From an optimization exercise on the open Yosys and OpenROAD flow, aimed at small area and a short achievable clock period; shortcuts taken in it are not production practice.
RTL that was checked went through simulation tests only; none was proved equivalent to the original.
No activity file was given, so power comes from the tool's default toggle rates.

==> v3 <==
==> flow/design.v (excerpt) <==
module osiris_id_ex #(
    parameter int XLEN = osiris_pkg::XLEN_DEF
) (
    input  logic            i_clk,
    input  logic            i_rst_n,
    input  logic            i_valid,
    input  logic [31:0]     i_instr,
    input  logic [XLEN-1:0] i_pc,
    input  logic [XLEN-1:0] i_rs1_data,
    input  logic [XLEN-1:0] i_rs2_data,
    output logic            o_ex_valid,
    output logic [XLEN-1:0] o_ex_alu_result,
    output logic [XLEN-1:0] o_ex_pc_plus4,
    output logic [XLEN-1:0] o_ex_store_data,
    output logic [4:0]      o_ex_rd,
    output logic            o_ex_reg_write,
    output logic            o_ex_mem_write,
    output logic [1:0]      o_ex_result_src,
    output logic            o_ex_fence,
    output logic            o_pc_src,
    output logic [XLEN-1:0] o_pc_target
);
Settings: LEC_CHECK=0, CAP_MARGIN=20, CORE_MARGIN=2, CORE_UTILIZATION=55, PLACE_DENSITY=0.6, SLEW_MARGIN=20; clock period 8.5 ns.
standard.sh (not shown) runs the stock make flow with config.mk's settings and CLKGATE_MAP_FILE= SYNTH_SCRIPT=/design/flow/synth_recipe.tcl, a recipe that flattens the netlist after the stock synthesis.
==> flow/flow/run.sh <==
#!/bin/bash
set -euo pipefail
export BUFFER_PORTS_ARGS="-buffer_cell sky130_fd_sc_hd__buf_1"
export CTS_ARGS="-sink_clustering_enable -repair_clock_nets -dont_use_dummy_load -sink_clustering_size 14 -sink_clustering_max_diameter 80 -buf_list {sky130_fd_sc_hd__clkbuf_8 sky130_fd_sc_hd__clkbuf_16}"
export SETUP_SLACK_MARGIN=5.75
bash standard.sh > standard.log 2>&1
==> v9 (differences from v3) <==
--- a/flow/design.v
+++ b/flow/design.v
@@ -246,13 +246,12 @@
         o_rd         <= i_rd;
     end
 endmodule
 module ex_stage (
     input  logic [31:0] i_a,        
     input  logic [31:0] i_b,
-    input  logic [4:0]  i_shamt,    
     input  logic [2:0]  i_fn,
     input  logic        i_sub,
     input  logic        i_sra,
     input  logic        i_clr0,
     input  logic        i_branch,   
     input  logic [31:0] i_pc,
@@ -270,13 +269,13 @@
     logic        c31, lt_c1, lt_c0;
     assign low = {1'b0, i_a[30:0]} + {1'b0, i_b[30:0]};
     assign c31 = low[31];
     assign sum = {1'b0, p[31] ^ c31, low[30:0]} ^ {1'b0, {32{i_sub}}};
     assign lt_c1 = (f_slt & ~g[31]) | (f_sltu & (p[31] | g[31]));
     assign lt_c0 = (f_slt & ~(p[31] | g[31])) | (f_sltu & g[31]);
-    assign sh_ext = $signed({i_sra & i_fn[2] & i_a[31], i_a}) >>> i_shamt;
+    assign sh_ext = $signed({i_sra & i_fn[2] & i_a[31], i_a}) >>> i_b[4:0];
     assign sh_out = sh_ext[31:0];
     for (genvar i = 0; i < 32; i++) begin : g_rev
         assign sh_rev[i] = sh_out[31-i];
     end
     assign f_add  = i_branch | (i_fn == 3'b000);
     assign f_sll  = ~i_branch & (i_fn == 3'b001);
@@ -370,23 +369,23 @@
         .i_a_rev (a_rev),
         .i_b_rs2 (b_rs2),
         .i_sub   (sub_if),
         .o_a     (a_if),
         .o_b     (b_if)
     );
-    localparam int CW = 34;
+    localparam int CW = 29;
     logic          v_id, go, pc_src_ex;
     logic [CW-1:0] ctrl_id;
     logic [4:0]    rd_id;
     logic [31:0]   a_id, b_id, pc_id, rs2_id;
     if_id_reg #(.CW(CW)) u_if_id_reg (
         .i_clk   (i_clk),
         .i_rst_n (i_rst_n),
         .i_flush (pc_src_ex),
         .i_valid (i_valid),
-        .i_ctrl  ({i_instr[5] ? i_rs2_data[4:0] : i_instr[24:20], cmp_if, branch_if, fence_if, store_if, load_if, reg_write_if,
+        .i_ctrl  ({cmp_if, branch_if, fence_if, store_if, load_if, reg_write_if,
                    jump_if, jalr_if, sra_if, sub_if, fn_if}),
         .i_rd    (i_instr[11:7]),
         .i_a     (a_if),
         .i_b     (b_if),
         .i_pc    (i_pc),
         .i_rs2   (i_rs2_data),
@@ -399,13 +398,12 @@
         .o_rs2   (rs2_id)
     );
     logic [31:0] result, pc_plus4;
     ex_stage u_ex_stage (
         .i_a        (a_id),
         .i_b        (b_id),
-        .i_shamt    (ctrl_id[33:29]),
         .i_fn       (ctrl_id[2:0]),
         .i_sub      (ctrl_id[3]),
         .i_sra      (ctrl_id[4]),
         .i_clr0     (ctrl_id[5]),
         .i_branch   (ctrl_id[11]),
         .i_pc       (pc_id),
==> flow/flow/run.sh (replaced) <==
#!/bin/bash
set -euo pipefail
export BUFFER_PORTS_ARGS="-buffer_cell sky130_fd_sc_hd__buf_1"
export CTS_ARGS="-sink_clustering_enable -repair_clock_nets -dont_use_dummy_load -sink_clustering_size 20 -sink_clustering_max_diameter 100 -buf_list {sky130_fd_sc_hd__clkbuf_8 sky130_fd_sc_hd__clkbuf_16}"
export SETUP_SLACK_MARGIN=5.65
bash standard.sh > standard.log 2>&1
--- a/flow/config.mk
+++ b/flow/config.mk
@@ -5,8 +5,8 @@
 export SDC_FILE = /design/flow/constraint.sdc
 export NUM_CORES = 4
 export LEC_CHECK = 0
 export CAP_MARGIN = 20
 export CORE_MARGIN = 2
 export CORE_UTILIZATION = 55
-export PLACE_DENSITY = 0.6
+export PLACE_DENSITY = 0.68
 export SLEW_MARGIN = 20
==> v23 (differences from v3) <==
--- a/flow/design.v
+++ b/flow/design.v
@@ -246,13 +246,12 @@
         o_rd         <= i_rd;
     end
 endmodule
 module ex_stage (
     input  logic [31:0] i_a,        
     input  logic [31:0] i_b,
-    input  logic [4:0]  i_shamt,    
     input  logic [2:0]  i_fn,
     input  logic        i_sub,
     input  logic        i_sra,
     input  logic        i_clr0,
     input  logic        i_branch,   
     input  logic [31:0] i_pc,
@@ -270,13 +269,13 @@
     logic        c31, lt_c1, lt_c0;
     assign low = {1'b0, i_a[30:0]} + {1'b0, i_b[30:0]};
     assign c31 = low[31];
     assign sum = {1'b0, p[31] ^ c31, low[30:0]} ^ {1'b0, {32{i_sub}}};
     assign lt_c1 = (f_slt & ~g[31]) | (f_sltu & (p[31] | g[31]));
     assign lt_c0 = (f_slt & ~(p[31] | g[31])) | (f_sltu & g[31]);
-    assign sh_ext = $signed({i_sra & i_fn[2] & i_a[31], i_a}) >>> i_shamt;
+    assign sh_ext = $signed({i_sra & i_fn[2] & i_a[31], i_a}) >>> i_b[4:0];
     assign sh_out = sh_ext[31:0];
     for (genvar i = 0; i < 32; i++) begin : g_rev
         assign sh_rev[i] = sh_out[31-i];
     end
     assign f_add  = i_branch | (i_fn == 3'b000);
     assign f_sll  = ~i_branch & (i_fn == 3'b001);
@@ -370,23 +369,23 @@
         .i_a_rev (a_rev),
         .i_b_rs2 (b_rs2),
         .i_sub   (sub_if),
         .o_a     (a_if),
         .o_b     (b_if)
     );
-    localparam int CW = 34;
+    localparam int CW = 29;
     logic          v_id, go, pc_src_ex;
     logic [CW-1:0] ctrl_id;
     logic [4:0]    rd_id;
     logic [31:0]   a_id, b_id, pc_id, rs2_id;
     if_id_reg #(.CW(CW)) u_if_id_reg (
         .i_clk   (i_clk),
         .i_rst_n (i_rst_n),
         .i_flush (pc_src_ex),
         .i_valid (i_valid),
-        .i_ctrl  ({i_instr[5] ? i_rs2_data[4:0] : i_instr[24:20], cmp_if, branch_if, fence_if, store_if, load_if, reg_write_if,
+        .i_ctrl  ({cmp_if, branch_if, fence_if, store_if, load_if, reg_write_if,
                    jump_if, jalr_if, sra_if, sub_if, fn_if}),
         .i_rd    (i_instr[11:7]),
         .i_a     (a_if),
         .i_b     (b_if),
         .i_pc    (i_pc),
         .i_rs2   (i_rs2_data),
@@ -399,13 +398,12 @@
         .o_rs2   (rs2_id)
     );
     logic [31:0] result, pc_plus4;
     ex_stage u_ex_stage (
         .i_a        (a_id),
         .i_b        (b_id),
-        .i_shamt    (ctrl_id[33:29]),
         .i_fn       (ctrl_id[2:0]),
         .i_sub      (ctrl_id[3]),
         .i_sra      (ctrl_id[4]),
         .i_clr0     (ctrl_id[5]),
         .i_branch   (ctrl_id[11]),
         .i_pc       (pc_id),
==> flow/flow/run.sh (replaced) <==
#!/bin/bash
set -euo pipefail
export BUFFER_PORTS_ARGS="-buffer_cell sky130_fd_sc_hd__buf_1"
export CTS_ARGS="-sink_clustering_enable -repair_clock_nets -dont_use_dummy_load -sink_clustering_size 30 -sink_clustering_max_diameter 150 -buf_list {sky130_fd_sc_hd__clkbuf_8 sky130_fd_sc_hd__clkbuf_16}"
export SETUP_SLACK_MARGIN=5.5
bash standard.sh > standard.log 2>&1
--- a/flow/config.mk
+++ b/flow/config.mk
@@ -5,8 +5,8 @@
 export SDC_FILE = /design/flow/constraint.sdc
 export NUM_CORES = 4
 export LEC_CHECK = 0
 export CAP_MARGIN = 20
 export CORE_MARGIN = 2
 export CORE_UTILIZATION = 55
-export PLACE_DENSITY = 0.6
+export PLACE_DENSITY = 0.68
 export SLEW_MARGIN = 20
==> notes <==
- In v23 the final area is smaller than in v9, by about 2.8%.
- Non-clock buffer count, lowest first: v23, v3, v9.
- Flip-flop and latch count: v23 is lower than v3 (5).
- Power: v23 < v9 < v3.
- Of v3 and v23, v3 has the higher worst setup slack (gap 0.28 ns).
- Synthesized cell count is the same in v9 and v23.
- The highest via count belongs to v9, the lowest to v23.
The RTL of v9 and v23 was laid out without a check of its function.

separate check: timing with driven ports:
The results above use ideal ports. As a check the final layouts listed here were re-extracted and re-timed, cells and wires unchanged.
Step 1 sets driving cells, clkbuf_16 on the clock port and buf_2 on the other inputs (assumed; they add their load-dependent delay and slew).
Step 2 adds t to the input delays and takes it off the output delays; t is the mean of the earliest and latest rising clock arrival at the registers after step 1. Input paths then give back, and output paths get back, about the clock's delay inside the block.
a / b / c = ideal ports / drivers / drivers and shift; a / b = the first two.
run | t (ns) | slack for setup (ns) | worst register clock-pin slew, ns | worst slew at a driven data input, ns | cell pins on the clock port's net
v3 | 0.564 | 5.772 / 5.721 / 5.259 | 0.07 / 0.07 | 0.08 | 1
v9 | 0.546 | 5.690 / 5.690 / 5.209 | 0.08 / 0.08 | 0.05 | 1
v23 | 0.530 | 5.490 / 5.490 / 5.124 | 0.11 / 0.11 | 0.07 | 1
After both steps setup and hold are still met in every run listed. For v3, which loses most, drivers alone change the setup slack by -0.051 ns; drivers and shift together by -0.513 ns.
